Source: an optimization exercise on an open RTL-to-GDS flow (aim: small area, a short achievable clock period and few clock cycles per item). Production flows keep margins and buffers that such runs may drop.
In this exercise RTL edits were held to simulation tests only and were not proved equivalent to the original.
No activity file was given, so power comes from the tool's default toggle rates.

### flow/config.mk
export PLATFORM = sky130hd
export DESIGN_NAME = bitmap_free_slot_finder
export DESIGN_NICKNAME = bitmap_free_slot_finder
export VERILOG_FILES = /design/flow/design.v
export SDC_FILE = /design/flow/constraint.sdc
export NUM_CORES = 4
export LEC_CHECK = 0
export CAP_MARGIN = 20
export CORE_MARGIN = 2
export CORE_UTILIZATION = 40
export SETUP_SLACK_MARGIN = 5
export SLEW_MARGIN = 20
### flow/design.v
`timescale 1ns / 1ps
package bfsf_pkg;
    localparam int WORD_BITS_DEF = 32;
    localparam int NUM_WORDS_DEF = 32;
    localparam int MODE_W     = 3;
    localparam int SLOT_W     = 10;
    localparam int RUN_W      = 11;
    localparam int STATUS_W   = 2;
    localparam int CFG_W      = 6;
    localparam int LEN_W      = RUN_W + 1;
    localparam int CFG_ADDR_W = 3;
    localparam int CFG_IDX_W  = CFG_ADDR_W - 2;
    localparam int APB_DATA_W = 32;
    localparam logic [CFG_W-1:0] WIU_RESET = CFG_W'(32);
    localparam logic [CFG_IDX_W-1:0] REG_WORDS_IN_USE = '0;
    localparam logic [MODE_W-1:0] MODE_SET   = 3'd0;
    localparam logic [MODE_W-1:0] MODE_CLEAR = 3'd1;
    localparam logic [MODE_W-1:0] MODE_TEST  = 3'd2;
    localparam logic [MODE_W-1:0] MODE_FIRST = 3'd3;
    localparam logic [MODE_W-1:0] MODE_RUN   = 3'd4;
    localparam logic [STATUS_W-1:0] STATUS_OK    = 2'd0;
    localparam logic [STATUS_W-1:0] STATUS_NONE  = 2'd1;
    localparam logic [STATUS_W-1:0] STATUS_RANGE = 2'd2;
    typedef struct packed {
        logic capture;
        logic clear_step;
        logic loc_step;
        logic acc_exec;
        logic scan_step;
        logic out_load;
    } bfsf_cmd_t;
    typedef struct packed {
        logic clear_last;
        logic search_skip;
        logic loc_hit;
        logic loc_oor;
        logic scan_hit;
        logic scan_last;
    } bfsf_stat_t;
endpackage
`timescale 1ns / 1ps
`timescale 1ns / 1ps
`timescale 1ns / 1ps
`timescale 1ns / 1ps
import bfsf_pkg::*;
module bitmap_free_slot_finder #(
    parameter int WORD_BITS = WORD_BITS_DEF,
    parameter int NUM_WORDS = NUM_WORDS_DEF
) (
    input  logic                  clk,
    input  logic                  rst_n,
    input  logic                  psel,
    input  logic                  penable,
    input  logic                  pwrite,
    input  logic [CFG_ADDR_W-1:0] paddr,
    input  logic [APB_DATA_W-1:0] pwdata,
    output logic [APB_DATA_W-1:0] prdata,
    output logic                  pready,
    input  logic                  req_valid,
    output logic                  req_ready,
    input  logic [MODE_W-1:0]     req_mode,
    input  logic [SLOT_W-1:0]     req_slot_index,
    input  logic [RUN_W-1:0]      req_run_length,
    output logic                  rsp_valid,
    input  logic                  rsp_ready,
    output logic [STATUS_W-1:0]   rsp_status,
    output logic                  rsp_bit_value,
    output logic [SLOT_W-1:0]     rsp_found_slot
);
    logic [CFG_W-1:0] wiu_reg;
    logic [5:0]       nw;            
    assign pready = 1'b1;
    assign prdata = paddr[2] ? '0 : APB_DATA_W'(wiu_reg);
    assign nw     = wiu_reg[5] ? 6'd32 : wiu_reg;
    always_ff @(posedge clk or negedge rst_n)
    begin
        if (!rst_n)
            wiu_reg <= WIU_RESET;
        else if (psel && penable && pwrite && !paddr[2])
            wiu_reg <= pwdata[CFG_W-1:0];
    end
    localparam int K    = 2;             
    localparam int CW   = 32 * K;        
    localparam int LK   = $clog2(K);
    localparam int LC   = 5 + LK;        
    localparam int NCH  = 32 / K;        
    localparam int CB   = 5 - LK;        
    logic [31:0] map_q [32];
    logic [31:0] map_d [32];
    logic        clearing;
    logic        sk_valid;
    logic [2:0]  sk_mode;
    logic [9:0]  sk_slot;
    logic [10:0] sk_run;
    logic        ex_valid;
    logic [2:0]  ex_mode;
    logic [9:0]  ex_slot;
    logic        ex_srch;        
    logic        ex_acc;         
    logic        ex_wr;          
    logic        ex_inr;         
    logic        ex_test;
    logic        ex_set;
    logic        ex_none;        
    logic        ex_lsmall;      
    logic [10:0] ex_len;         
    logic [CB-1:0] cnt;          
    logic [CW-1:0] cur;          
    logic [10:0] need_rem;       
    logic [9:0]  run_start;      
    logic signed [12:0] q;       
    logic        out_free;
    logic        fire;
    logic        adv;
    assign out_free  = !rsp_valid || rsp_ready;
    assign req_ready = !sk_valid;
    logic [CB-1:0] rd_addr;
    logic [CW-1:0] rd;
    logic [31:0]   rd_row;
    logic [CW-1:0] rd_mask;      
    logic [CW-1:0] c0_mask;
    logic [CW-1:0] c0_next;
    assign rd_addr = ex_srch ? (cnt + CB'(1)) : ex_slot[9:LC];
    always_comb
    begin
        for (int j = 0; j < K; j++)
        begin
            rd[32*j +: 32]      = map_q[K * rd_addr + j];
            rd_mask[32*j +: 32] = ((6'(K * rd_addr + j)) < nw) ? 32'd0 : '1;
            c0_mask[32*j +: 32] = ((6'(j)) < nw) ? 32'd0 : '1;
            c0_next[32*j +: 32] = map_d[j];
        end
    end
    if (K == 1)
    begin : g_row1
        assign rd_row = rd;
    end
    else
    begin : g_rowk
        assign rd_row = rd[32 * ex_slot[LC-1:5] +: 32];
    end
    logic [CW-1:0] f;
    logic [CW:0]   pre_t;        
    logic          allfree;
    logic [LC-1:0] suf;          
    logic [CW-1:0] g [LC];       
    logic [CW:0]   h [LC+1];     
    logic        hit_a, hit_b, hit, prune, s_done;
    logic [LC-1:0] pos_b;
    logic [9:0]  found_s;
    logic [CW-1:0] pmask, tmask;
    always_comb
    begin
        f = ~cur;
        pre_t[0] = 1'b1;
        for (int k = 1; k <= CW; k++)
            pre_t[k] = pre_t[k-1] & f[k-1];
        allfree = pre_t[CW];
        suf = '0;
        for (int k = 0; k < CW; k++)
            if (!f[k]) suf = LC'(CW - 1 - k);
        g[0] = f;
        for (int n = 1; n < LC; n++)
            for (int s = 0; s < CW; s++)
                g[n][s] = (s + (1 << (n-1)) < CW) ? (g[n-1][s] & g[n-1][s + (1 << (n-1))]) : 1'b0;
        h[0] = '1;
        for (int n = 0; n < LC; n++)
            for (int s = 0; s <= CW; s++)
                h[n+1][s] = !ex_len[n] ? h[n][s]
                          : ((s + (1 << n) <= CW) ? (g[n][s] & h[n][s + (1 << n)]) : 1'b0);
        hit_b = 1'b0;
        pos_b = '0;
        for (int s = CW - 1; s >= 0; s--)
        begin
            if (h[LC][s])
            begin
                hit_b = 1'b1;
                pos_b = LC'(s);
            end
        end
        hit_b = hit_b && ex_lsmall;
        for (int i = 0; i < CW; i++)
        begin
            pmask[i] = (11'(i) < need_rem);
            tmask[i] = (LC'(CW - 1 - i) < q[LC-1:0]);
        end
        hit_a = (need_rem <= 11'(CW)) && ((cur & pmask) == '0);
        hit   = !ex_none && (hit_a || hit_b);
        prune = !allfree && ((!q[12] && (q[11:LC] != '0))
                             || ((q[12:LC] == '0) && ((cur & tmask) != '0)));
        s_done = ex_none || hit || prune;
        found_s = hit_a ? run_start : {cnt, pos_b};
    end
    logic [1:0] res_status;
    logic       res_bit;
    logic [9:0] res_found;
    always_comb
    begin
        res_status = STATUS_OK;
        res_bit    = 1'b0;
        res_found  = '0;
        if (ex_srch)
        begin
            if (hit)
                res_found = found_s;
            else
                res_status = STATUS_NONE;
        end
        else if (ex_acc)
        begin
            if (!ex_inr)
                res_status = STATUS_RANGE;
            else if (ex_test)
                res_bit = rd_row[ex_slot[4:0]];
        end
    end
    assign fire = ex_valid && (!ex_srch || s_done) && out_free;
    assign adv  = ex_valid && ex_srch && !s_done;
    always_ff @(posedge clk or negedge rst_n)
    begin
        if (!rst_n)
            rsp_valid <= 1'b0;
        else if (fire)
            rsp_valid <= 1'b1;
        else if (rsp_ready)
            rsp_valid <= 1'b0;
    end
    always_ff @(posedge clk)
    begin
        if (out_free)
        begin
            rsp_status     <= res_status;
            rsp_bit_value  <= res_bit;
            rsp_found_slot <= res_found;
        end
    end
    logic        wr_fire;
    logic [31:0] wdata;
    assign wr_fire = ex_valid && ex_wr && out_free;
    always_comb
    begin
        for (int c = 0; c < 32; c++)
            wdata[c] = clearing ? 1'b0 : ((5'(c) == ex_slot[4:0]) ? ex_set : rd_row[c]);
        for (int r = 0; r < 32; r++)
            map_d[r] = (clearing || (wr_fire && (ex_slot[9:5] == 5'(r)))) ? wdata : map_q[r];
    end
    always_ff @(posedge clk)
    begin
        for (int r = 0; r < 32; r++)
            map_q[r] <= map_d[r];
    end
    always_ff @(posedge clk or negedge rst_n)
    begin
        if (!rst_n)
            clearing <= 1'b1;
        else
            clearing <= 1'b0;
    end
    logic        acc;
    logic        ex_free;
    logic        load_ex;
    logic [2:0]  src_mode;
    logic [9:0]  src_slot;
    logic [10:0] src_run;
    logic [10:0] src_len;
    logic        src_srch;
    logic signed [12:0] src_q;
    assign acc     = req_valid && !sk_valid;
    assign ex_free = !ex_valid || fire;
    assign load_ex = ex_free && (sk_valid || acc);
    assign src_mode = sk_valid ? sk_mode : req_mode;
    assign src_slot = sk_valid ? sk_slot : req_slot_index;
    assign src_run  = sk_valid ? sk_run  : req_run_length;
    assign src_srch = (src_mode == MODE_FIRST) || (src_mode == MODE_RUN);
    assign src_len  = (src_mode == MODE_FIRST) ? 11'd1 : src_run;
    assign src_q    = 13'(src_len) - 13'({nw, 5'd0}) + 13'(CW);
    always_ff @(posedge clk or negedge rst_n)
    begin
        if (!rst_n)
        begin
            sk_valid <= 1'b0;
            ex_valid <= 1'b0;
        end
        else
        begin
            sk_valid <= sk_valid ? !ex_free : (acc && !ex_free);
            ex_valid <= load_ex || (ex_valid && !fire);
        end
    end
    always_ff @(posedge clk)
    begin
        if (acc && !ex_free)
        begin
            sk_mode <= req_mode;
            sk_slot <= req_slot_index;
            sk_run  <= req_run_length;
        end
        if (load_ex)
        begin
            ex_mode   <= src_mode;
            ex_slot   <= src_slot;
            ex_srch   <= src_srch;
            ex_acc    <= (src_mode == MODE_SET) || (src_mode == MODE_CLEAR) || (src_mode == MODE_TEST);
            ex_inr    <= (src_slot[9:5] < 5'(nw)) || nw[5];
            ex_wr     <= ((src_mode == MODE_SET) || (src_mode == MODE_CLEAR))
                         && ((src_slot[9:5] < 5'(nw)) || nw[5]);
            ex_test   <= (src_mode == MODE_TEST);
            ex_set    <= (src_mode == MODE_SET);
            ex_len    <= src_len;
            ex_lsmall <= (src_len < 11'(CW));
            ex_none   <= (src_len == '0) || (12'(src_len) > 12'({nw, 5'd0}));
            cnt       <= '0;
            need_rem  <= src_len;
            run_start <= '0;
            q         <= src_q;
        end
        else if (adv)
        begin
            cnt <= cnt + CB'(1);
            q   <= q + 13'(CW);
            if (allfree)
            begin
                need_rem <= need_rem - 11'(CW);
            end
            else
            begin
                need_rem  <= ex_len - 11'(suf);
                run_start <= {cnt + CB'(1), LC'(0)} - 10'(suf);
            end
        end
        cur <= adv ? (rd | rd_mask) : ((ex_valid && !fire) ? cur : (c0_next | c0_mask));
    end
endmodule
### flow/run.sh
#!/bin/bash
# synth_recipe.tcl (not shown) runs the flow's synth.tcl, then flattens the netlist and writes it again
# the make line also repeats each setting of config.mk as NAME=value (left out here)
make -C /OpenROAD-flow-scripts/flow DESIGN_CONFIG=/design/flow/config.mk WORK_HOME=/design/flow/orfs CLKGATE_MAP_FILE= SYNTH_SCRIPT=/design/flow/synth_recipe.tcl finish
### flow/constraint.sdc
create_clock -name core_clock -period 11.0 [get_ports {clk}]
set_input_delay 2.2000 -clock core_clock [delete_from_list [all_inputs] [get_ports {clk}]]
set_output_delay 2.2000 -clock core_clock [all_outputs]
set_load 0.01 [all_outputs]
==> results of run 1 <==
-- logic make-up after synthesis --
logic type,count (synthesis)
AOI/OAI and AO/OA,1585
and+or+nand+nor,1301
DFF,1197
buffers and inverters,446
muxes,125
xor gates and xnor gates,36
adders and majority gates,28
other,2
-- metrics by stage --
| step | area, um^2 | total power [mW] | util (%) | hold WS, ns | setup WS [ns] |
|---|---|---|---|---|---|
| after global routing | 65200 | 19.4 | 46.1 | 0.490 | 4.95 |
| after floorplan | 57000 | 11.2 | - | 0.432 | 5.07 |
| after detailed placement | 60400 | 14.0 | 42.7 | 0.451 | 4.02 |
| final | 65200 | 18.8 | 46.1 | 0.472 | 5.01 |
| after CTS | 65000 | 18.5 | 46.0 | 0.471 | 5.00 |
| after global placement | 60400 | 14.0 | 42.7 | 0.451 | 4.08 |
-- layout make-up --
cell class | count | area [um^2] | area share [%]
clock buffer | 168 | 3520 | 5.40
tap | 1890 | 2360 | 3.63
inverter | 74 | 298 | 0.457
multi-input combinational | 3107 | 21100 | 32.4
sequential | 1197 | 35100 | 53.8
timing repair buffer | 242 | 2080 | 3.19
antenna | 3 | 7.51 | 0.0115
clock inverter | 71 | 718 | 1.10
-- worst max path at each step --
stage,endpoint,slack (ns)
after detailed placement,sk_slot[2],4.02
after CTS,cur[8],5.00
after global routing,q[12],4.95
final,cur[4],5.01
after floorplan,map_q[28][0],5.07
after global placement,sk_slot[1],4.08
-- Yosys cell counts, types with 51 or more instances --
cell type	count	area share, %
and3_1	53	0.58
nor4_1	82	0.90
inv_1	66	0.44
nand2_1	446	2.9
nand3_1	190	1.7
a22o_1	52	0.80
nor2_1	239	1.6
nand4_1	51	0.56
a22oi_1	213	2.8
o21ai_0	217	1.9
buf_2	94	0.83
mux2i_1	80	1.4
a221oi_1	56	0.86
clkbuf_1	196	1.3
o211ai_1	94	1.2
a21oi_1	316	2.8
a211oi_1	113	1.5
edfxtp_1	1109	59
nor3_1	78	0.69
dfxtp_1	78	2.7
-- worst max-delay path: stages (launching register included) --
cell	delay, ns
edfxtp_1	0.34
buf_6	0.37
buf_4	0.43
a21oi_1	0.13
o21ai_1	0.37
a21oi_1	0.13
buf_4	0.20
o21ai_1	0.48
nor4_1	0.15
nor3_1	0.46
nand4_1	0.30
nor2_1	0.42
a31oi_4	0.26
buf_4	0.24
o22ai_4	0.13
buf_4	0.48
a2bb2oi_1	0.62
-- timing repair --
item,4_1_cts,5_1_grt
gates cloned,4,0
setup buffers,4,8
gates resized for setup,37,19
setup endpoints to repair,233,92
pin swaps,7,5
-- power groups by stage --
stage / clock [mW] / sequential (mW) / combinational, mW
2_1_floorplan: 0 / 7.30 / 3.93
3_3_place_gp: 0 / 7.70 / 6.26
3_5_place_dp: 0 / 7.75 / 6.30
4_1_cts: 4.43 / 7.66 / 6.42
5_1_grt: 4.60 / 7.80 / 6.99
6_report: 4.41 / 7.69 / 6.72
-- cells in the final DEF, fill, tap and decap left out, drive strengths merged, types with 25 or more instances in the layout --
cell,synthesis,routed
a22oi,213,213
o22ai,25,25
nor2,241,241
nand3,190,190
clkdlybuf4s50,0,58
a31oi,47,47
o22a,26,26
mux2i,80,80
o221ai,27,27
clkbuf,196,169
clkinv,3,48
nor3,81,81
o21ai,245,245
mux2,36,36
nor4,100,100
o2111ai,29,29
a22o,52,52
edfxtp,1109,1109
nor2b,30,30
o31ai,30,30
and3,53,53
buf,176,183
a21o,37,37
dfxtp,78,78
nand2,447,447
a2bb2oi,32,32
and2,25,25
a21oi,318,318
a222oi,29,29
nand4,51,51
a221oi,60,60
conb,2,28
a211oi,130,133
inv,71,82
ha,26,26
o211ai,96,96
-- layer usage --
metal | track usage (%) | vias up
met1 | 41.7 | 23100
met5 | 0.0661 | -
met3 | 7.18 | 685
li1 | - | 18800
met4 | 16.4 | 4
met2 | 49.0 | 3252
==> impl_metrics.toml, run 1 <==
[pwr]
combPwrFrac_pct = 35.7
power.clock.fraction_pct = 23.4
p_int_mw = 11.4
power.switching_mw = 7.45
powerDensity_nw_per_um2 = 288
seq_power_share_pct = 40.9
vdd_drop_max_mv = 0.165
switching_share_pct = 39.6
leakage_nw = 22.4

[yosys]
synth_compound_area_share_pct = 19.8
synth_xor_xnor_area_share_pct = 0.580
synth_top_family_by_area = "compound AO/OA/AOI/OAI gates"
synth_cells = 4720
syn_avg_cell_area_um2 = 12.1
yosys.area_share.simple_pct = 11.1
async_flop_share_pct = 0.835
synth_warnings = 5
synth-seq-cells = 1197
synth.distinct_cells = 116
syn_area_um2 = 56900
ys.flop_type = "edfxtp_1"
yosysSeqAreaShare_pct = 61.7
synth-adder-area-share_pct = 0.642
synth_edf_count = 1109
synth.area.mux_share_pct = 2.48

[clock_tree]
cts.hold.buffers_added = 0
cts_buffers = 130
cts_tree = "done"
htreeDepth = 4
cts_root_buf = "clkbuf_16"
clk_pin_slew_ns = 0.06
cts.sinks = 1197
clk_path_buf_depth = 3
clk_latency_ns = 0.79

[placed_design]
io_buffer_count = 58
gp_congestion = 0.970
hpwl_mm = 140
dp.cells = 6488

[timing]
finalSetupTns_ns = 0
period_needed_ns = 5.99
finalHoldViolCount = 0
worst_slew_pin_slew_ns = 1.19
timing.fmax_ghz = 0.167
drv_slew = 0
relSlewSlack_pct = 20.7
period_share_pct = 54.5
clock_skew_ns = 0.0420
setup_violations = 0
rsz0062_at_grt = "yes"

[grt]
grt_usage_pct = 31.7
grt_overflow_total = 0
grt_max_degree = 117
antenna_found_initial = 6
grt_pass1_vias = 42100
grt_pass1_wl_mm = 328

[die]
die_x_um = 381
coreArea_um2 = 141000
start_util_pct = 40.2
die_area_um2 = 145000
die_h_um = 381
rows = 138
boundaryPins = 114

[hold_path]
hold_depth = 1
hold_class = "reg2reg"
min_from = "run_start[8]"
hold_end = "run_start[8]"

[worst_setup_path]
reg2reg_slack_ns = 5.01
r2r-start = "q[1]"
r2r-end = "cur[4]"
critPathArrivalTime_ns = 6.48
critPathKind = "reg2reg"
crit_fanout = 54
start_kind = "flop"
required_ns = 11.49
endpoint_kind = "flop"
crit_path_start = "q[1]"
r2r_cells = 16

[drt]
highest_layer = "met5"
wl_met3_mm = 26.6
m1WireLength_mm = 89.4
dr.pass1.iters = 6
postRouteAntennaNets = 0
wl_mm = 237
drtIter0Drc = 7550
via_per_inst = 6.79
post_drt_wl_per_cell_um = 35.0
wl_met2_mm = 106
drcViolationCount = 0
vias = 45800

[job]
maxCapViolCount = 0

[layout]
area_delta_synth_final_pct = 14.6
nets = 4846
top_regs = "map_q (1024), cur (64), q (13)"
largest_reg_flops = 1024
layout.cells.non_filler = 6752
drive_gt1_share_pct = 12.8
top_register = "map_q"
fill_cells = 12700

[outcome]
status = "finished clean"
Testbench counts, summed over its fixed seeds: cycles 12,884, items 9,600.
==> run 2, diff against run 1 <==
--- a/flow/config.mk
+++ b/flow/config.mk
@@ -10,3 +10,2 @@
 export CORE_UTILIZATION = 40
-export SETUP_SLACK_MARGIN = 5
 export SLEW_MARGIN = 20
==> impl_metrics.toml, run 2 <==
[pwr]
powerDensity_nw_per_um2 = 288
finalPower_mw = 18.7
leakage_nw = 22.2
vdd_drop_max_mv = 0.166

[yosys]
synth.area.mux_share_pct = 2.48
synth_top_area_share_pct = 58.5
yosys.area_share.simple_pct = 11.1
synth_edf_count = 1109
synth_most_common_cell = "edfxtp_1"
syn_area_um2 = 56900
synth_xor_xnor_area_share_pct = 0.580
synth-adder-area-share_pct = 0.642
yosys.area.top_type = "edfxtp_1"
yosysSeqAreaShare_pct = 61.7
syn_avg_cell_area_um2 = 12.1
synth.distinct_cells = 116
synth_commonest_cells = "edfxtp_1 (1109), nand2_1 (446), a21oi_1 (316)"
synth_warnings = 5
synth.area.top_cells = "edfxtp_1 (59%), nand2_1 (2.9%), a22oi_1 (2.8%)"
synth-seq-cells = 1197
async_flop_share_pct = 0.835
synth_top_family_by_area = "compound AO/OA/AOI/OAI gates"
synth_cells = 4720
synth_compound_area_share_pct = 19.8
ys.flop_type = "edfxtp_1"

[layout]
final_cell_mix = "edfxtp_1 (1109), nand2_1 (431), a21oi_1 (314), nor2_1 (234), a22oi_1 (213)"
layout.cells.non_filler = 6741
drive_gt1_share_pct = 12.0
fill_cells = 12800
top_register = "map_q"
seqCellArea_um2 = 35100
largest_reg_flops = 1024
area_delta_synth_final_pct = 13.9
top_regs = "map_q (1024), cur (64), q (13)"
utilization_pct = 45.8
nets = 4833
final_common_cell = "edfxtp_1"
multi_input_area_um2 = 20800

[clock_tree]
cts_setup_buffers = 0
cts_tree = "done"
cts.sinks = 1197
post_cts_resized = 0
clk_pin_slew_ns = 0.06
clk_path_buf_depth = 3
htreeDepth = 4
cts_root_buf = "clkbuf_16"
cts_buffers = 130
clk_latency_ns = 0.79
cts.hold.buffers_added = 0

[grt]
grt_pass1_wl_mm = 326
grt_overflow_total = 0
grt_pass1_vias = 42000
antenna_found_initial = 6
grt_max_degree = 117
grt_usage_pct = 31.4

[die]
rows = 138
die_area_um2 = 145000
start_util_pct = 40.2
die_x_um = 381
coreArea_um2 = 141000
boundaryPins = 114
die_h_um = 381

[worst_setup_path]
r2r-end = "cur[18]"
r2r-start = "q[0]"
start_kind = "flop"
r2r_cells = 14
critPathArrivalTime_ns = 7.57
crit_fanout = 81
critPathKind = "reg2reg"
reg2reg_slack_ns = 3.81
endpoint_kind = "flop"
required_ns = 11.39

[timing]
finalHoldViolCount = 0
clock_skew_ns = 0.0448
period_share_pct = 65.3
finalSetupTns_ns = 0
period_needed_ns = 7.19
worst_slew_pin_slew_ns = 1.17
drv_slew = 0
rsz0062_at_grt = "no"
setup_violations = 0
timing.fmax_ghz = 0.139
relSlewSlack_pct = 22.1

[drt]
via_per_inst = 6.74
post_drt_wl_per_cell_um = 34.8
dr.pass1.iters = 9
drcViolationCount = 0
wl_mm = 235
drtIter0Drc = 6898
postRouteAntennaNets = 0
vias = 45400

[job]
maxCapViolCount = 0

[hold_path]
hold_end = "run_start[8]"
min_from = "run_start[8]"
hold_depth = 1
hold_class = "reg2reg"

[placed_design]
io_buffer_count = 58
dp.cells = 6488
hpwl_mm = 140
gp_congestion = 0.970

[outcome]
status = "finished clean"
## run 2: cell counts after synthesis
No cell type changed its count.
## run 2: kinds of logic after synthesis
logic type | Yosys count
buffers and inverters | 446
adder cells (fa/ha/maj) | 28
AO/OA/AOI/OAI | 1585
multiplexers | 125
flip-flops | 1197
XOR/XNOR | 36
AND/OR/NAND/NOR | 1301
other | 2
## run 2: worst max path at each step
stage | from | to | slack (ns) | depth (start not counted)
final | q[0] | cur[18] | 3.81 | 14
after global routing | q[0] | sk_slot[5] | 3.56 | 15
after CTS | q[0] | sk_slot[5] | 3.97 | 15
after detailed placement | q[0] | sk_slot[2] | 4.02 | 15
after global placement | q[0] | sk_slot[1] | 4.08 | 15
after floorplan | rsp_ready | map_q[28][0] | 5.07 | 5
## run 2: metal layers
| layer | GRT usage (%) | vias to the layer above | share of wire (%) |
|---|---|---|---|
| met5 | 0.0661 | - | 0.016 |
| met4 | 16.4 | 6 | 6.2 |
| met3 | 7.32 | 683 | 11 |
| met2 | 48.4 | 3117 | 45 |
| met1 | 41.3 | 22800 | 38 |
| li1 | - | 18800 | - |
## run 2: final cells by class
| type | count | area share [%] |
|---|---|---|
| clock buffers | 168 | 5.43 |
| diodes | 5 | 0.0193 |
| well taps | 1890 | 3.65 |
| clock inverters | 71 | 1.11 |
| inverters | 74 | 0.438 |
| flip-flops and latches | 1197 | 54.2 |
| repair buffers | 233 | 3.03 |
| multi-input cells | 3103 | 32.1 |
## run 2: worst max-delay path, cell delays in order, from the launching register on
cell	delay, ns
edfxtp_1	0.32
buf_4	0.54
buf_4	0.75
or2_1	0.60
a2bb2oi_1	0.18
a31o_2	0.30
a221oi_1	0.59
o21ai_0	0.23
o22ai_1	0.42
nand3_1	0.37
nor3_4	0.38
a31oi_4	0.32
nor2_4	0.36
o221a_2	0.88
a2bb2oi_1	0.39
## run 2: power by group
group	switching, mW	internal, mW
Clock	1.85	2.55
Combinational	4.70	1.90
Sequential	0.818	6.87
Total	7.36	11.3
## run 2: stage by stage
stage,hold slack (ns),cell area [um^2],setup WS [ns]
3_5_place_dp,0.451,60400,4.02
2_1_floorplan,0.432,57000,5.07
5_1_grt,0.490,64800,3.56
4_1_cts,0.471,64700,3.97
3_3_place_gp,0.451,60400,4.08
6_report,0.473,64800,3.81
==> run 3, diff against run 2 <==
--- a/flow/design.v
+++ b/flow/design.v
@@ -69,2 +69,8 @@
 );
+    localparam int K    = 2;             
+    localparam int CW   = 32 * K;        
+    localparam int LK   = $clog2(K);
+    localparam int LC   = 5 + LK;        
+    localparam int CB   = 5 - LK;        
+    localparam int QW   = 13 - LC;       
     logic [CFG_W-1:0] wiu_reg;
@@ -81,8 +87,2 @@
     end
-    localparam int K    = 2;             
-    localparam int CW   = 32 * K;        
-    localparam int LK   = $clog2(K);
-    localparam int LC   = 5 + LK;        
-    localparam int NCH  = 32 / K;        
-    localparam int CB   = 5 - LK;        
     logic [31:0] map_q [32];
@@ -95,3 +95,2 @@
     logic        ex_valid;
-    logic [2:0]  ex_mode;
     logic [9:0]  ex_slot;
@@ -106,2 +105,3 @@
     logic [10:0] ex_len;         
+    logic [LC:0] ex_thr;         
     logic [CB-1:0] cnt;          
@@ -110,7 +110,9 @@
     logic [9:0]  run_start;      
-    logic signed [12:0] q;       
-    logic        out_free;
+    logic signed [QW-1:0] qh;    
+    logic        pend_valid;
+    logic [1:0]  pend_status;
+    logic        pend_bit;
+    logic [9:0]  pend_found;
     logic        fire;
     logic        adv;
-    assign out_free  = !rsp_valid || rsp_ready;
     assign req_ready = !sk_valid;
@@ -142,4 +144,6 @@
     logic [CW-1:0] f;
-    logic [CW:0]   pre_t;        
     logic          allfree;
+    logic [LC-1:0] lo_occ;       
+    logic [LC-1:0] hi_occ;       
+    logic [LC:0]   pre;          
     logic [LC-1:0] suf;          
@@ -147,16 +151,17 @@
     logic [CW:0]   h [LC+1];     
-    logic        hit_a, hit_b, hit, prune, s_done;
+    logic          hit_a, hit_b, hit, prune, s_done;
     logic [LC-1:0] pos_b;
-    logic [9:0]  found_s;
-    logic [CW-1:0] pmask, tmask;
+    logic [9:0]    found_s;
     always_comb
     begin
-        f = ~cur;
-        pre_t[0] = 1'b1;
-        for (int k = 1; k <= CW; k++)
-            pre_t[k] = pre_t[k-1] & f[k-1];
-        allfree = pre_t[CW];
-        suf = '0;
+        f       = ~cur;
+        allfree = (cur == '0);
+        lo_occ  = '0;
+        for (int k = CW - 1; k >= 0; k--)
+            if (cur[k]) lo_occ = LC'(k);
+        hi_occ  = '0;
         for (int k = 0; k < CW; k++)
-            if (!f[k]) suf = LC'(CW - 1 - k);
+            if (cur[k]) hi_occ = LC'(k);
+        pre = allfree ? (LC+1)'(CW) : {1'b0, lo_occ};
+        suf = LC'(CW - 1) - hi_occ;
         g[0] = f;
@@ -181,11 +186,5 @@
         hit_b = hit_b && ex_lsmall;
-        for (int i = 0; i < CW; i++)
-        begin
-            pmask[i] = (11'(i) < need_rem);
-            tmask[i] = (LC'(CW - 1 - i) < q[LC-1:0]);
-        end
-        hit_a = (need_rem <= 11'(CW)) && ((cur & pmask) == '0);
-        hit   = !ex_none && (hit_a || hit_b);
-        prune = !allfree && ((!q[12] && (q[11:LC] != '0))
-                             || ((q[12:LC] == '0) && ((cur & tmask) != '0)));
+        hit_a  = (need_rem <= 11'(pre));
+        hit    = !ex_none && (hit_a || hit_b);
+        prune  = !allfree && ((qh > 0) || ((qh == 0) && ((LC+1)'(hi_occ) >= ex_thr)));
         s_done = ex_none || hit || prune;
@@ -216,4 +215,6 @@
     end
-    assign fire = ex_valid && (!ex_srch || s_done) && out_free;
+    assign fire = ex_valid && (!ex_srch || s_done) && !pend_valid;
     assign adv  = ex_valid && ex_srch && !s_done;
+    logic out_free;
+    assign out_free = !rsp_valid || rsp_ready;
     always_ff @(posedge clk or negedge rst_n)
@@ -221,7 +222,11 @@
         if (!rst_n)
-            rsp_valid <= 1'b0;
-        else if (fire)
-            rsp_valid <= 1'b1;
-        else if (rsp_ready)
-            rsp_valid <= 1'b0;
+        begin
+            rsp_valid  <= 1'b0;
+            pend_valid <= 1'b0;
+        end
+        else
+        begin
+            rsp_valid  <= pend_valid || fire || !out_free;
+            pend_valid <= out_free ? 1'b0 : (pend_valid || fire);
+        end
     end
@@ -231,5 +236,11 @@
         begin
-            rsp_status     <= res_status;
-            rsp_bit_value  <= res_bit;
-            rsp_found_slot <= res_found;
+            rsp_status     <= pend_valid ? pend_status : res_status;
+            rsp_bit_value  <= pend_valid ? pend_bit    : res_bit;
+            rsp_found_slot <= pend_valid ? pend_found  : res_found;
+        end
+        if (!pend_valid)
+        begin
+            pend_status <= res_status;
+            pend_bit    <= res_bit;
+            pend_found  <= res_found;
         end
@@ -238,3 +249,3 @@
     logic [31:0] wdata;
-    assign wr_fire = ex_valid && ex_wr && out_free;
+    assign wr_fire = ex_valid && ex_wr && !pend_valid;
     always_comb
@@ -266,3 +277,4 @@
     logic        src_srch;
-    logic signed [12:0] src_q;
+    logic        src_inr;
+    logic [12:0] src_q;          
     assign acc     = req_valid && !sk_valid;
@@ -275,2 +287,3 @@
     assign src_len  = (src_mode == MODE_FIRST) ? 11'd1 : src_run;
+    assign src_inr  = (src_slot[9:5] < 5'(nw)) || nw[5];
     assign src_q    = 13'(src_len) - 13'({nw, 5'd0}) + 13'(CW);
@@ -299,3 +312,2 @@
         begin
-            ex_mode   <= src_mode;
             ex_slot   <= src_slot;
@@ -303,5 +315,4 @@
             ex_acc    <= (src_mode == MODE_SET) || (src_mode == MODE_CLEAR) || (src_mode == MODE_TEST);
-            ex_inr    <= (src_slot[9:5] < 5'(nw)) || nw[5];
-            ex_wr     <= ((src_mode == MODE_SET) || (src_mode == MODE_CLEAR))
-                         && ((src_slot[9:5] < 5'(nw)) || nw[5]);
+            ex_inr    <= src_inr;
+            ex_wr     <= ((src_mode == MODE_SET) || (src_mode == MODE_CLEAR)) && src_inr;
             ex_test   <= (src_mode == MODE_TEST);
@@ -311,2 +322,3 @@
             ex_none   <= (src_len == '0) || (12'(src_len) > 12'({nw, 5'd0}));
+            ex_thr    <= (LC+1)'(CW) - (LC+1)'(src_q[LC-1:0]);
             cnt       <= '0;
@@ -314,3 +326,3 @@
             run_start <= '0;
-            q         <= src_q;
+            qh        <= src_q[12:LC];
         end
@@ -319,3 +331,3 @@
             cnt <= cnt + CB'(1);
-            q   <= q + 13'(CW);
+            qh  <= qh + QW'(1);
             if (allfree)
==> flow/flow/run.sh (new file) <==
#!/bin/bash
cp standard.sh standard_sh.log
bash standard.sh SETUP_SLACK_MARGIN=6.5 finish > standard.log 2>&1
==> flow/standard.sh (new file) <==
#!/bin/bash
# synth_recipe.tcl (not shown) runs the flow's synth.tcl, then flattens the netlist and writes it again
# the make line also repeats each setting of config.mk as NAME=value (left out here)
make -C /OpenROAD-flow-scripts/flow DESIGN_CONFIG=/design/flow/config.mk WORK_HOME=/design/flow/orfs CLKGATE_MAP_FILE= SYNTH_SCRIPT=/design/flow/synth_recipe.tcl "${@:-finish}"
removed: flow/run.sh
==> impl_metrics.toml, run 3 <==
[yosys]
ys.flop_type = "edfxtp_1"
synth_top_area_share_pct = 57.7
syn_avg_cell_area_um2 = 11.9
synth.area.top_cells = "edfxtp_1 (58%), dfxtp_1 (3.1%), a21oi_1 (2.8%)"
yosysSeqAreaShare_pct = 61.3
yosys.area.top_type = "edfxtp_1"
synth_edf_count = 1114
synth_cells = 4881
synth_warnings = 5
synth_commonest_cells = "edfxtp_1 (1114), nand2_1 (424), a21oi_1 (330)"
synth_most_common_cell = "edfxtp_1"
synth-seq-cells = 1216
syn_area_um2 = 58000
async_flop_share_pct = 0.905
synth.distinct_cells = 109

[die]
die_h_um = 385
start_util_pct = 40.3
rows = 139
boundaryPins = 114
die_area_um2 = 148000
coreArea_um2 = 144000
die_x_um = 385

[drt]
via_per_inst = 6.79
dr.pass1.iters = 7
drcViolationCount = 0
wl_mm = 256
vias = 49300
drtIter0Drc = 8156
post_drt_wl_per_cell_um = 35.2
postRouteAntennaNets = 0

[clock_tree]
cts.sinks = 1216
cts_tree = "done"
clk_latency_ns = 0.79
clk_path_buf_depth = 3
cts_root_buf = "clkbuf_16"
cts.hold.buffers_added = 0
cts_buffers = 121
clk_pin_slew_ns = 0.06
htreeDepth = 3

[pwr]
vdd_drop_max_mv = 0.184
leakage_nw = 24.8
finalPower_mw = 25.0
powerDensity_nw_per_um2 = 350

[hold_path]
hold_class = "reg2reg"

[layout]
nets = 5361
top_register = "map_q"
fin_area_um2 = 71400
drive_gt1_share_pct = 22.7
final_common_cell = "edfxtp_1"
top_regs = "map_q (1024), cur (64)"
largest_reg_flops = 1024
final_cell_mix = "edfxtp_1 (1114), nand2_1 (396), buf_4 (371), a21oi_1 (306), nor2_1 (231)"
area_delta_synth_final_pct = 23.1
layout.cells.non_filler = 7261

[placed_design]
placed_cell_area_um2 = 61400
dp.cells = 6646
io_buffer_count = 58
gp_congestion = 1.01
hpwl_mm = 144

[worst_setup_path]
start_kind = "flop"
required_ns = 11.49
critPathKind = "reg2reg"
endpoint_kind = "flop"
worst_path_most_repeated_cell = "buf_6"
crit_fanout = 5
cp_slowest_stage_delay_ns = 0.46
cp_slowest_cell = "edfxtp_1"
critPathArrivalTime_ns = 6.03

[timing]
clock_skew_ns = 0.0810
drv_slew = 0
period_needed_ns = 5.53
rsz0062_at_grt = "yes"
finalHoldViolCount = 0
finalSetupTns_ns = 0
setup_violations = 0
worst_slew_pin_slew_ns = 1.17
period_share_pct = 50.3
timing.fmax_ghz = 0.181
relSlewSlack_pct = 21.0

[grt]
grt_pass1_vias = 44900
grt_max_degree = 128
antenna_found_initial = 5
grt_overflow_total = 0
grt_usage_pct = 32.7
grt_pass1_wl_mm = 345

[outcome]
status = "finished clean"

[job]
maxCapViolCount = 0
-- run 3: cell families after synthesis --
logic type / Yosys count / synth area share (%)
flip-flops: 1216 / 61.3
adder cells (fa/ha/maj): 41 / 0.910
buffers and inverters: 495 / 3.86
AND/OR/NAND/NOR: 1347 / 11.4
AO/OA/AOI/OAI: 1612 / 19.5
multiplexers: 128 / 2.42
XOR/XNOR: 40 / 0.604
other: 2 / 0.0129
-- run 3: worst paths after layout --
kind                             endpoint  slack (ns)  depth (start not counted)            from
hold reg to reg            pend_status[1]        0.47                          2  pend_status[1]
setup reg to reg                    qh[6]        5.47                         31         cur[62]
max in group asynchronous        sk_valid        8.77                          1           rst_n
hold / removal             pend_status[1]        0.47                          2  pend_status[1]
min in group asynchronous      pend_valid        1.84                          1           rst_n
setup / recovery                    qh[6]        5.47                         31         cur[62]
-- run 3: per-layer routing --
metal	track usage, %	wire, um	vias up
met5	0	19	-
met4	16.7	17900	2
met3	6.70	31000	892
met2	50.4	112000	3744
met1	43.6	94200	24400
li1	-	-	20200
-- run 3: area by class of cell --
cell class / instances / area (um^2)
Fill cell: 12400 / 72400
Sequential cell: 1216 / 35600
Multi-Input combinational cell: 3225 / 23100
Timing Repair Buffer: 573 / 5840
Clock buffer: 159 / 3280
Tap cell: 1903 / 2380
Clock inverter: 65 / 667
Inverter: 100 / 462
Timing Repair inverter: 17 / 130
Antenna cell: 3 / 7.51
-- run 3: worst max-delay path: cells and delay by family, from the launching register on --
family,cells,cell delay [ns]
XOR/XNOR,1,0.13
multiplexers,1,0.31
AND/OR/NAND/NOR,6,0.50
AO/OA/AOI/OAI,16,2.74
adder cells (fa/ha/maj),2,0.38
flip-flops,1,0.46
buffers and inverters,5,0.70
-- run 3: stage by stage --
stage | setup WS, ns | util, % | hold WS (ns)
floorplan | 5.76 | - | 0.417
finish | 5.47 | 49.7 | 0.471
global route | 5.34 | 49.7 | 0.495
detailed placement | 3.12 | 42.7 | 0.455
CTS | 5.46 | 48.1 | 0.450
global placement | 3.14 | 42.7 | 0.451
-- run 3: what timing repair did --
item / in CTS / in global routing
pin swaps: 84 / 86
setup buffers: 192 / 129
setup endpoints to repair: 1296 / 824
hold endpoints to repair: 0 / 0
resized for setup: 438 / 178
gates cloned: 49 / 17
-- run 3: report_power, final --
| group | internal (mW) | total (mW) | switching, mW |
|---|---|---|---|
| Sequential | 7.57 | 8.24 | 0.669 |
| Combinational | 4.12 | 12.6 | 8.47 |
| Clock | 2.31 | 4.16 | 1.85 |
| Total | 14.0 | 25.0 | 11.0 |
Testbench counts of run 3, summed over its fixed seeds: cycles 12,884, items 9,600.
==> run 4, diff against run 3 <==
==> flow/run.sh (new file) <==
#!/bin/bash
# synth_recipe.tcl (not shown) runs the flow's synth.tcl, then flattens the netlist and writes it again
# the make line also repeats each setting of config.mk as NAME=value (left out here)
make -C /OpenROAD-flow-scripts/flow DESIGN_CONFIG=/design/flow/config.mk WORK_HOME=/design/flow/orfs CLKGATE_MAP_FILE= SYNTH_SCRIPT=/design/flow/synth_recipe.tcl finish
--- a/flow/config.mk
+++ b/flow/config.mk
@@ -10,2 +10,4 @@
 export CORE_UTILIZATION = 40
+export CTS_BUF_LIST = sky130_fd_sc_hd__clkbuf_8
+export SETUP_SLACK_MARGIN = 5
 export SLEW_MARGIN = 20
removed: flow/flow/run.sh
removed: flow/standard.sh
==> impl_metrics.toml, run 4 <==
[die]
die_area_um2 = 148000
die_h_um = 385
die_x_um = 385
coreArea_um2 = 144000
start_util_pct = 40.3
boundaryPins = 114
rows = 139

[drt]
vias = 47200
drtIter0Drc = 7173
wl_mm = 236
post_drt_wl_per_cell_um = 33.1
dr.pass1.iters = 9
postRouteAntennaNets = 0
drcViolationCount = 0
via_per_inst = 6.62

[pwr]
powerDensity_nw_per_um2 = 336
vdd_drop_max_mv = 0.150
leakage_nw = 23.2

[clock_tree]
cts_buffers = 195
cts.sinks = 1216
cts_tree = "done"
htreeDepth = 4
clk_latency_ns = 0.98
clk_path_buf_depth = 3
clk_pin_slew_ns = 0.06
cts_root_buf = "clkbuf_8"

[timing]
finalSetupTns_ns = 0
period_share_pct = 55.1
setup_violations = 0
rsz0062_at_grt = "yes"
clock_skew_ns = 0.107
drv_slew = 0
worst_slew_pin_slew_ns = 1.19
relSlewSlack_pct = 20.2
timing.fmax_ghz = 0.165
finalHoldViolCount = 0
period_needed_ns = 6.06

[yosys]
synth.distinct_cells = 109
async_flop_share_pct = 0.905
synth-seq-cells = 1216
syn_avg_cell_area_um2 = 11.9
syn_area_um2 = 58000
ys.flop_type = "edfxtp_1"
synth_top_area_share_pct = 57.7
synth_edf_count = 1114
synth_most_common_cell = "edfxtp_1"
synth_cells = 4881
synth.area.top_cells = "edfxtp_1 (58%), dfxtp_1 (3.1%), a21oi_1 (2.8%)"
synth_commonest_cells = "edfxtp_1 (1114), nand2_1 (424), a21oi_1 (330)"
yosys.area.top_type = "edfxtp_1"
yosysSeqAreaShare_pct = 61.3
synth_warnings = 5

[placed_design]
hpwl_mm = 145
dp.cells = 6649
io_buffer_count = 58
gp_congestion = 0.997

[worst_setup_path]
cp_slowest_cell = "nor2_1"
cp_slowest_stage_delay_ns = 0.82
cpLargestDelayFamily = "compound AO/OA/AOI/OAI gates"
crit_fanout = 30
endpoint_kind = "flop"
start_kind = "flop"
required_ns = 11.76
critPathKind = "reg2reg"
critPathArrivalTime_ns = 6.83
path_cells = "and3_1, mux2i_4, buf_4, nand2_4, buf_4, nor2_1, a21oi_1, o21ai_0, a22oi_1, and4_1, a2111o_1, a31oi_4"
worst_path_most_repeated_cell = "buf_4"
crit_buf_inv = 2

[grt]
grt_usage_pct = 31.1
grt_overflow_total = 0
grt_pass1_vias = 43600
antenna_found_initial = 8
grt_pass1_wl_mm = 330
grt_max_degree = 79

[layout]
final_common_cell = "edfxtp_1"
nets = 5169
largest_reg_flops = 1024
final_cell_mix = "edfxtp_1 (1114), nand2_1 (406), a21oi_1 (325), buf_4 (277), nor2_1 (250)"
top_regs = "map_q (1024), cur (64)"
drive_gt1_share_pct = 15.4
layout.cells.non_filler = 7122
area_delta_synth_final_pct = 14.0
top_register = "map_q"

[outcome]
status = "finished clean"

[job]
maxCapViolCount = 0

[hold_path]
hold_class = "reg2reg"
==> run 4: changes by cell type in the layout (fill, tap and decap cells not counted), moves of 30 or more <==
cell / before / now
clkinvlp_4: 34 / 4
clkbuf_8: 9 / 206
clkbuf_16: 133 / 1
buf_12: 51 / 3
inv_1: 74 / 171
buf_6: 61 / 10
buf_4: 371 / 277
==> run 4: repair_timing <==
item / in CTS / in global routing
hold buffers: 0 / 0
setup endpoints to repair: 475 / 358
cloned: 2 / 2
pin swaps: 16 / 19
resized for setup: 48 / 37
setup buffers: 49 / 66
endpoints found under the hold margin: 0 / 0
==> run 4: worst paths after layout <==
path | startpoint | end | slack (ns) | cells past startpoint
max reg2reg | cnt[2] | rsp_bit_value | 4.94 | 12
max | cnt[2] | rsp_bit_value | 4.94 | 12
max in group asynchronous | rst_n | sk_valid | 8.96 | 1
min | pend_status[1] | pend_status[1] | 0.45 | 2
min in group asynchronous | rst_n | wiu_reg[3] | 1.64 | 1
min reg2reg | pend_status[1] | pend_status[1] | 0.45 | 2
==> run 4: worst min-delay path: stages (launching register included) <==
cell and delay, ns:
dfxtp_1 0.30, nand2_1 0.05, o41ai_1 0.06
==> run 4: logic make-up (layout without fill, tap and decap cells) <==
family	Yosys count	after routing	share of synthesized area [%]
adders and majority gates	41	41	0.910
buffers and inverters	495	802	3.86
muxes	128	128	2.42
xor gates and xnor gates	40	40	0.604
other	2	32	0.0129
DFF	1216	1216	61.3
AOI/OAI and AO/OA	1612	1613	19.5
and+or+nand+nor	1347	1347	11.4
==> run 4: report_power, final <==
group          switching, mW  internal (mW)
logic                   7.31           2.92
clock network           1.89           1.83
registers              0.682           7.59
total                   9.89           12.3
==> run 4: area by class of cell <==
class | instances | area (um^2)
clock buffers | 206 | 2840
inverters | 100 | 399
clock inverters | 144 | 845
repair inverters | 1 | 5.00
diodes | 4 | 10.0
repair buffers | 351 | 2910
flip-flops and latches | 1216 | 35600
multi-input cells | 3197 | 21200
fillers | 13100 | 77700
well taps | 1903 | 2380
==> run 4: routing by layer <==
metal  GRT usage, %  wire length, um  vias up
met5              0               66        -
met4           15.1            12800        8
met3           7.44            27700      623
met2           47.5           105000     3310
met1           41.7            90300    23400
li1               -                -    19800
==> run 4: stage by stage <==
step	area [um^2]	total power [mW]	utilization, %	setup slack, ns	hold WS [ns]
after floorplan	58100	13.7	-	5.04	0.417
after global placement	61000	17.6	42.4	3.54	0.434
after detailed placement	61100	17.7	42.5	3.48	0.443
after CTS	65400	21.7	45.5	4.97	0.457
after global routing	66100	23.0	46.0	4.94	0.492
final	66100	22.2	46.0	4.94	0.455
==> run 5, diff against run 4 <==
--- a/flow/design.v
+++ b/flow/design.v
@@ -105,2 +105,5 @@
     logic [10:0] ex_len;         
+    logic [10-LC:0] ex_len_hm1;  
+    logic [LC:0] lo_diff;        
+    logic        lo_borrow;
     logic [LC:0] ex_thr;         
@@ -153,2 +156,8 @@
     logic [LC-1:0] pos_b;
+    logic [CW-1:0] lo_any [LC+1];
+    logic [CW-1:0] hi_any [LC+1];
+    logic [CW-1:0] b_any  [LC+1];
+    logic [LC-1:0] lo_idx [LC+1][CW];
+    logic [LC-1:0] hi_idx [LC+1][CW];
+    logic [LC-1:0] b_idx  [LC+1][CW];
     logic [9:0]    found_s;
@@ -158,10 +167,32 @@
         allfree = (cur == '0);
-        lo_occ  = '0;
-        for (int k = CW - 1; k >= 0; k--)
-            if (cur[k]) lo_occ = LC'(k);
-        hi_occ  = '0;
-        for (int k = 0; k < CW; k++)
-            if (cur[k]) hi_occ = LC'(k);
+        lo_any[0] = cur;
+        hi_any[0] = cur;
+        for (int i = 0; i < CW; i++)
+        begin
+            lo_idx[0][i] = '0;
+            hi_idx[0][i] = '0;
+        end
+        for (int l = 0; l < LC; l++)
+        begin
+            lo_any[l+1] = '0;
+            hi_any[l+1] = '0;
+            for (int i = 0; i < CW; i++)
+            begin
+                lo_idx[l+1][i] = '0;
+                hi_idx[l+1][i] = '0;
+            end
+            for (int i = 0; i < (CW >> (l + 1)); i++)
+            begin
+                lo_any[l+1][i] = lo_any[l][2*i] | lo_any[l][2*i+1];
+                hi_any[l+1][i] = hi_any[l][2*i] | hi_any[l][2*i+1];
+                lo_idx[l+1][i] = lo_any[l][2*i] ? lo_idx[l][2*i] : (lo_idx[l][2*i+1] | LC'(1 << l));
+                hi_idx[l+1][i] = hi_any[l][2*i+1] ? (hi_idx[l][2*i+1] | LC'(1 << l)) : hi_idx[l][2*i];
+            end
+        end
+        lo_occ = lo_idx[LC][0];
+        hi_occ = hi_idx[LC][0];
         pre = allfree ? (LC+1)'(CW) : {1'b0, lo_occ};
         suf = LC'(CW - 1) - hi_occ;
+        lo_diff   = {1'b0, ex_len[LC-1:0]} - {1'b0, suf};
+        lo_borrow = lo_diff[LC];
         g[0] = f;
@@ -175,13 +206,18 @@
                           : ((s + (1 << n) <= CW) ? (g[n][s] & h[n][s + (1 << n)]) : 1'b0);
-        hit_b = 1'b0;
-        pos_b = '0;
-        for (int s = CW - 1; s >= 0; s--)
-        begin
-            if (h[LC][s])
+        b_any[0] = h[LC][CW-1:0];
+        for (int i = 0; i < CW; i++)
+            b_idx[0][i] = '0;
+        for (int l = 0; l < LC; l++)
+        begin
+            b_any[l+1] = '0;
+            for (int i = 0; i < CW; i++)
+                b_idx[l+1][i] = '0;
+            for (int i = 0; i < (CW >> (l + 1)); i++)
             begin
-                hit_b = 1'b1;
-                pos_b = LC'(s);
+                b_any[l+1][i] = b_any[l][2*i] | b_any[l][2*i+1];
+                b_idx[l+1][i] = b_any[l][2*i] ? b_idx[l][2*i] : (b_idx[l][2*i+1] | LC'(1 << l));
             end
         end
-        hit_b = hit_b && ex_lsmall;
+        hit_b = b_any[LC][0] && ex_lsmall;
+        pos_b = b_idx[LC][0];
         hit_a  = (need_rem <= 11'(pre));
@@ -269,2 +305,27 @@
     end
+    logic [CB-1:0]    cnt_inc;      
+    logic [QW-1:0]    qh_inc;       
+    logic [10-LC:0]   nr_dec;       
+    logic cy_c, cy_q, bw_n;
+    always_comb
+    begin
+        cy_c = 1'b1;
+        for (int i = 0; i < CB; i++)
+        begin
+            cnt_inc[i] = cnt[i] ^ cy_c;
+            cy_c       = cy_c & cnt[i];
+        end
+        cy_q = 1'b1;
+        for (int i = 0; i < QW; i++)
+        begin
+            qh_inc[i] = qh[i] ^ cy_q;
+            cy_q      = cy_q & qh[i];
+        end
+        bw_n = 1'b1;
+        for (int i = 0; i <= 10 - LC; i++)
+        begin
+            nr_dec[i] = need_rem[LC+i] ^ bw_n;
+            bw_n      = bw_n & !need_rem[LC+i];
+        end
+    end
     logic        acc;
@@ -304,3 +365,3 @@
     begin
-        if (acc && !ex_free)
+        if (!sk_valid)
         begin
@@ -320,2 +381,3 @@
             ex_len    <= src_len;
+            ex_len_hm1 <= src_len[10:LC] - (11 - LC)'(1);
             ex_lsmall <= (src_len < 11'(CW));
@@ -328,9 +390,9 @@
         end
-        else if (adv)
+        else if (!pend_valid)
         begin
-            cnt <= cnt + CB'(1);
-            qh  <= qh + QW'(1);
+            cnt <= cnt_inc;
+            qh  <= qh_inc;
             if (allfree)
             begin
-                need_rem <= need_rem - 11'(CW);
+                need_rem <= {nr_dec, need_rem[LC-1:0]};
             end
@@ -338,7 +400,8 @@
             begin
-                need_rem  <= ex_len - 11'(suf);
-                run_start <= {cnt + CB'(1), LC'(0)} - 10'(suf);
+                need_rem  <= {(lo_borrow ? ex_len_hm1 : ex_len[10:LC]), lo_diff[LC-1:0]};
+                run_start <= (suf == '0) ? {cnt_inc, LC'(0)} : {cnt, LC'(0) - suf};
             end
         end
-        cur <= adv ? (rd | rd_mask) : ((ex_valid && !fire) ? cur : (c0_next | c0_mask));
+        if (!pend_valid)
+            cur <= adv ? (rd | rd_mask) : (c0_next | c0_mask);
     end
==> flow/flow/run.sh (new file) <==
#!/bin/bash
cp standard.sh standard_sh.log
bash standard.sh SETUP_SLACK_MARGIN=6.5 finish > standard.log 2>&1
==> flow/standard.sh (new file) <==
#!/bin/bash
# synth_recipe.tcl (not shown) runs the flow's synth.tcl, then flattens the netlist and writes it again
# the make line also repeats each setting of config.mk as NAME=value (left out here)
make -C /OpenROAD-flow-scripts/flow DESIGN_CONFIG=/design/flow/config.mk WORK_HOME=/design/flow/orfs CLKGATE_MAP_FILE= SYNTH_SCRIPT=/design/flow/synth_recipe.tcl "${@:-finish}"
--- a/flow/config.mk
+++ b/flow/config.mk
@@ -11,3 +11,2 @@
 export CTS_BUF_LIST = sky130_fd_sc_hd__clkbuf_8
-export SETUP_SLACK_MARGIN = 5
 export SLEW_MARGIN = 20
removed: flow/run.sh
==> impl_metrics.toml, run 5 <==
[outcome]
status = "finished clean"

[yosys]
syn_area_um2 = 57000
syn_avg_cell_area_um2 = 12.4
synth_commonest_cells = "edfxtp_1 (1095), nand2_1 (350), a21oi_1 (255)"
async_flop_share_pct = 0.901
synth_most_common_cell = "edfxtp_1"
synth_cells = 4606
synth-seq-cells = 1221
yosys.area.top_type = "edfxtp_1"
synth_edf_count = 1095
synth.distinct_cells = 107
synth_top_area_share_pct = 57.7
ys.flop_type = "edfxtp_1"
yosysSeqAreaShare_pct = 62.2
synth_warnings = 11
synth.area.top_cells = "edfxtp_1 (58%), dfxtp_1 (4.0%), a22oi_1 (2.8%)"

[worst_setup_path]
path_cells = "buf_6, buf_6, nor4_4, buf_4, and2_1, a21oi_1, o21bai_1, ha_1, o21a_1, o21ai_1, nand2b_1, a31oi_4, o311ai_4, buf_6, buf_8, or2_4, buf_12, bufbuf_16, o32a_1"
crit_path_start = "cur[38]"
critPathKind = "reg2reg"
endpoint_kind = "flop"
required_ns = 11.63
r2r_cells = 19
start_kind = "flop"
crit_fanout = 6
r2r-start = "cur[38]"
critPathArrivalTime_ns = 5.73
cp_slowest_cell = "o21bai_1"
worst_path_most_repeated_cell = "buf_6"
cp_slowest_stage_delay_ns = 0.72

[die]
coreArea_um2 = 142000
die_h_um = 382
rows = 138
die_x_um = 382
start_util_pct = 40.3
die_area_um2 = 146000
boundaryPins = 114

[timing]
finalHoldViolCount = 0
relSlewSlack_pct = 19.3
setup_violations = 0
timing.fmax_ghz = 0.196
drv_slew = 0
period_share_pct = 46.4
worst_slew_pin_slew_ns = 1.21
finalSetupTns_ns = 0
rsz0062_at_grt = "yes"
clock_skew_ns = 0.0772
fin_ws_ns = 5.90
period_needed_ns = 5.10

[layout]
drive_gt1_share_pct = 22.6
utilization_pct = 49.0
top_regs = "map_q (1024), cur (64)"
fill_cells = 12400
final_cell_mix = "edfxtp_1 (1095), nand2_1 (328), buf_4 (315), a21oi_1 (236), a22oi_1 (212)"
top_register = "map_q"
fin_area_um2 = 69400
final_common_cell = "edfxtp_1"
area_delta_synth_final_pct = 21.8
nets = 5074
largest_reg_flops = 1024

[drt]
post_drt_wl_per_cell_um = 35.1
via_per_inst = 6.78
dr.pass1.iters = 9
drtIter0Drc = 7306
drcViolationCount = 0
wl_mm = 246
vias = 47600
postRouteAntennaNets = 0

[hold_path]
min_from = "run_start[4]"
hold_depth = 2
hold_class = "reg2reg"

[placed_design]
hpwl_mm = 138
gp_congestion = 0.975
pre_cts_slack_ns = 4.14
io_buffer_count = 58
placed_cell_area_um2 = 60100

[clock_tree]
cts_buffers = 193
clk_latency_ns = 0.95
htreeDepth = 4
cts_tree = "done"
cts_root_buf = "clkbuf_8"
clk_pin_slew_ns = 0.06
clk_path_buf_depth = 3
cts.sinks = 1221
cts.hold.buffers_added = 0

[grt]
use_met1_pct = 41.5
grt_max_degree = 71
busiest_layer = "met2"
grt_overflow_total = 0
grt_pass1_wl_mm = 340
antenna_found_initial = 12
use_met3_pct = 9.51
grt_util_met2_pct = 49.9
grt_pass1_vias = 44600
grt_usage_pct = 32.8

[pwr]
vdd_drop_max_mv = 0.188
finalPower_mw = 22.3
leakage_nw = 24.4
powerDensity_nw_per_um2 = 321

[job]
maxCapViolCount = 0
## run 5: timing repair
action / in CTS / in global routing
gates resized for setup: 423 / 121
setup endpoints to repair: 1213 / 764
pin swaps: 82 / 63
buffers inserted: 211 / 56
cloned: 35 / 6
## run 5: final timing paths
check / slack, ns / end
setup / recovery: 5.90 / cur[22]
min in group asynchronous: 1.68 / pend_valid
hold / removal: 0.46 / run_start[4]
max in group asynchronous: 8.89 / sk_valid
setup reg to reg: 5.90 / cur[22]
hold reg to reg: 0.46 / run_start[4]
## run 5: metal layers
| metal | wire length [um] | vias to the layer above |
|---|---|---|
| met5 | 52 | - |
| met4 | 17500 | 8 |
| met3 | 32900 | 966 |
| met2 | 108000 | 3969 |
| met1 | 88000 | 23500 |
| li1 | - | 19200 |
## run 5: area by class of cell
| class | count | area [um^2] | share of cell area (%) |
|---|---|---|---|
| repair inverters | 6 | 45.0 | 0.0649 |
| inverters | 95 | 415 | 0.599 |
| repair buffers | 491 | 5240 | 7.55 |
| well taps | 1890 | 2360 | 3.41 |
| multi-input cells | 2948 | 22100 | 31.9 |
| clock inverters | 151 | 847 | 1.22 |
| flip-flops and latches | 1221 | 35500 | 51.1 |
| clock buffers | 210 | 2890 | 4.16 |
| diodes | 6 | 15.0 | 0.0216 |
## run 5: report_power, final
part	total (mW)	switching, mW	leakage, nW	internal [mW]
combinational	10.5	7.04	9.96	3.42
sequential	8.03	0.605	12.3	7.43
clock	3.77	1.91	2.17	1.86
total	22.3	9.56	24.4	12.7
## run 5: cell families after synthesis
family	count (synthesis)	share of synthesized area [%]
XOR/XNOR	25	0.384
flip-flops	1221	62.2
other	2	0.0132
multiplexers	143	2.71
adder cells (fa/ha/maj)	52	1.17
buffers and inverters	470	3.78
AND/OR/NAND/NOR	1189	10.9
AO/OA/AOI/OAI	1504	18.8
## run 5: through the flow
step,instances,hold slack [ns]
floorplan,4632,0.417
global placement,6343,0.449
detailed placement,6343,0.459
CTS,6950,0.463
global route,7014,0.474
finish,7018,0.457
## run 5: critical path, delay by kind of cell, from the launching register on
family / cells / cell delay [ns]
adders and majority gates: 1 / 0.38
buffers and inverters: 7 / 1.21
AOI/OAI and AO/OA: 7 / 1.79
and+or+nand+nor: 4 / 0.94
DFF: 1 / 0.47
Testbench counts of run 5, summed over its fixed seeds: cycles 12,884, items 9,600.
==> run 6, diff against run 5 <==
==> flow/run.sh (new file) <==
#!/bin/bash
# synth_recipe.tcl (not shown) runs the flow's synth.tcl, then flattens the netlist and writes it again
# the make line also repeats each setting of config.mk as NAME=value (left out here)
make -C /OpenROAD-flow-scripts/flow DESIGN_CONFIG=/design/flow/config.mk WORK_HOME=/design/flow/orfs CLKGATE_MAP_FILE= SYNTH_SCRIPT=/design/flow/synth_recipe.tcl finish
--- a/flow/config.mk
+++ b/flow/config.mk
@@ -11,2 +11,3 @@
 export CTS_BUF_LIST = sky130_fd_sc_hd__clkbuf_8
+export SETUP_SLACK_MARGIN = 5
 export SLEW_MARGIN = 20
removed: flow/flow/run.sh
removed: flow/standard.sh
==> impl_metrics.toml, run 6 <==
[clock_tree]
htreeDepth = 4
clk_pin_slew_ns = 0.07
cts_tree = "done"
cts_root_buf = "clkbuf_8"
cts_buffers = 193
cts.sinks = 1221
clk_latency_ns = 0.97
clk_path_buf_depth = 3

[timing]
relSlewSlack_pct = 15.2
period_needed_ns = 6.04
period_share_pct = 54.9
timing.fmax_ghz = 0.165
clock_skew_ns = 0.0939
finalSetupTns_ns = 0
fin_ws_ns = 4.96
drv_slew = 0
rsz0062_at_grt = "no"
setup_violations = 0
worst_slew_pin_slew_ns = 1.26
timing.hold.ws_ns = 0.458
finalHoldViolCount = 0

[worst_setup_path]
critPathArrivalTime_ns = 6.70
required_ns = 11.66
endpoint_kind = "flop"
crit_fanout = 47
start_kind = "flop"
critPathKind = "reg2reg"

[yosys]
ys.flop_type = "edfxtp_1"
synth.area.top_cells = "edfxtp_1 (58%), dfxtp_1 (4.0%), a22oi_1 (2.8%)"
yosysSeqAreaShare_pct = 62.2
syn_avg_cell_area_um2 = 12.4
async_flop_share_pct = 0.901
synth-seq-cells = 1221
syn_area_um2 = 57000
synth_edf_count = 1095
synth_warnings = 11
synth.distinct_cells = 107
synth_commonest_cells = "edfxtp_1 (1095), nand2_1 (350), a21oi_1 (255)"
synth_cells = 4606
synth_most_common_cell = "edfxtp_1"
yosys.area.top_type = "edfxtp_1"
synth_top_area_share_pct = 57.7

[drt]
highest_layer = "met5"
postRouteAntennaNets = 0
dr.pass1.iters = 9
wl_met3_mm = 28.7
wl_mm = 234
m1WireLength_mm = 86.8
post_drt_wl_per_cell_um = 34.5
drcViolationCount = 0
drtIter0Drc = 7201
via_per_inst = 6.72
vias = 45600
wl_met2_mm = 103

[layout]
final_cell_mix = "edfxtp_1 (1095), nand2_1 (333), a21oi_1 (247), nor2_1 (212), a22oi_1 (212)"
largest_reg_flops = 1024
top_regs = "map_q (1024), cur (64)"
drive_gt1_share_pct = 14.9
nets = 4839
top_register = "map_q"
area_delta_synth_final_pct = 13.6
final_common_cell = "edfxtp_1"

[pwr]
leakage_nw = 22.6
vdd_drop_max_mv = 0.164
powerDensity_nw_per_um2 = 318

[grt]
grt_pass1_wl_mm = 323
antenna_found_initial = 23
grt_usage_pct = 31.2
grt_max_degree = 101
grt_pass1_vias = 42200
grt_overflow_total = 0

[hold_path]
hold_class = "reg2reg"

[job]
maxCapViolCount = 0

[die]
boundaryPins = 114
die_h_um = 382
rows = 138
coreArea_um2 = 142000
die_area_um2 = 146000
die_x_um = 382
start_util_pct = 40.3

[outcome]
status = "finished clean"

[placed_design]
gp_congestion = 0.972
io_buffer_count = 58
hpwl_mm = 138
pre_cts_slack_ns = 3.41
[run 6: cell types whose count changed in the layout (fill, tap and decap cells not counted), moves of 17 or more]
cell	before	now
buf_4	315	188
buf_12	46	4
buf_6	40	14
buf_16	20	0
inv_1	145	163
clkinvlp_4	20	3
[run 6: metal layers]
| layer | vias to the layer above | track usage (%) |
|---|---|---|
| li1 | 18600 | - |
| met1 | 22700 | 40.5 |
| met2 | 3415 | 47.7 |
| met3 | 809 | 7.93 |
| met4 | 22 | 17.5 |
| met5 | - | 0 |
[run 6: path summary, 6_finish.rpt]
kind	start	end	slack (ns)	cells after the start
worst max-delay path	ex_srch	cur[63]	4.96	17
worst min-delay path	run_start[4]	run_start[4]	0.46	2
worst max register to register	ex_srch	cur[63]	4.96	17
worst min register to register	run_start[4]	run_start[4]	0.46	2
max in group asynchronous	rst_n	wiu_reg[1]	8.95	1
min in group asynchronous	rst_n	pend_valid	1.63	1
[run 6: cell type report]
| class | count | area [um^2] |
|---|---|---|
| clock buffers | 208 | 2860 |
| clock inverters | 149 | 953 |
| inverters | 95 | 374 |
| diodes | 5 | 12.5 |
| repair buffers | 266 | 2280 |
| multi-input cells | 2944 | 20400 |
| fillers | 12900 | 76800 |
| well taps | 1890 | 2360 |
| flip-flops and latches | 1221 | 35500 |
[run 6: cells by family after synthesis]
logic type               share of synthesized area (%)
AO/OA/AOI/OAI                                     18.8
XOR/XNOR                                         0.384
adder cells (fa/ha/maj)                           1.17
buffers and inverters                             3.78
flip-flops                                        62.2
multiplexers                                      2.71
other                                           0.0132
AND/OR/NAND/NOR                                   10.9
[run 6: metrics by stage]
stage,util (%),area (um^2),total power [mW],std cells
2_1_floorplan,-,57100,12.7,4632
3_3_place_gp,42.4,60000,16.0,6356
3_5_place_dp,42.4,60100,16.2,6357
4_1_cts,45.4,64300,20.1,6731
5_1_grt,45.7,64700,21.2,6776
6_report,45.7,64800,20.6,6778
[run 6: critical path: stages, from the launching register on]
cell and delay [ns]:
edfxtp_1 0.33, buf_4 0.44, nor2b_1 0.31, mux2i_4 0.09, buf_4 0.24, buf_4 0.31, nand2_4 0.40, buf_6 0.47
buf_6 0.47, mux2_2 0.41, a221o_1 0.39, o32ai_1 0.53, mux2_2 0.35, a211oi_4 0.07, buf_4 0.28, nand2_1 0.11
nand2_1 0.07, o2bb2a_1 0.40
[run 6: where the power goes]
group	switching, mW	internal (mW)	leakage [nW]
clock network	1.93	1.88	2.22
registers	0.804	7.44	12.3
logic	6.10	2.44	8.05
total	8.83	11.8	22.6
[run 6: repair_timing]
action	in CTS	in global routing
gates resized for setup	45	35
setup buffers	13	39
hold buffers	0	0
gates cloned	4	0
setup endpoints to repair	347	252
pin swaps	13	7

==> port drivers added, routing unchanged <==
In the flow no input, the clock included, has a driving cell. The finished layouts below were timed again as built, in two steps. Step 1 sets driving cells, clkbuf_16 on the clock port and buf_2 on the other inputs (assumed; they add their load-dependent delay and slew). Step 2 adds t to the input delays and takes it off the output delays; t is the mean of the earliest and latest rising clock arrival at the registers after step 1. Input paths then give back, and output paths get back, about the clock's delay inside the block. Three values: ideal, step 1, step 2; two values: the first two.
run	t (ns)	setup slack, ns	worst setup path after step 2	latest minus earliest clock arrival (ns)	worst data-port slew with drivers (ns)
run 1	0.843	5.007 / 5.007 / 4.876	input to register	0.043 / 0.043	0.08
run 2	0.845	3.814 / 3.814 / 3.814	register to register	0.046 / 0.045	0.08
run 3	0.821	5.469 / 5.469 / 5.288	input to register	0.081 / 0.081	0.06
run 4	1.002	4.937 / 4.937 / 4.774	input to register	0.107 / 0.107	0.10
run 5	0.986	5.899 / 5.899 / 5.377	input to register	0.081 / 0.081	0.08
run 6	0.997	4.958 / 4.958 / 4.958	register to register	0.095 / 0.094	0.06
After both steps setup and hold are still met in every run listed. For run 5, which loses most, drivers alone change the setup slack by 0.000 ns; drivers and shift together by -0.522 ns.
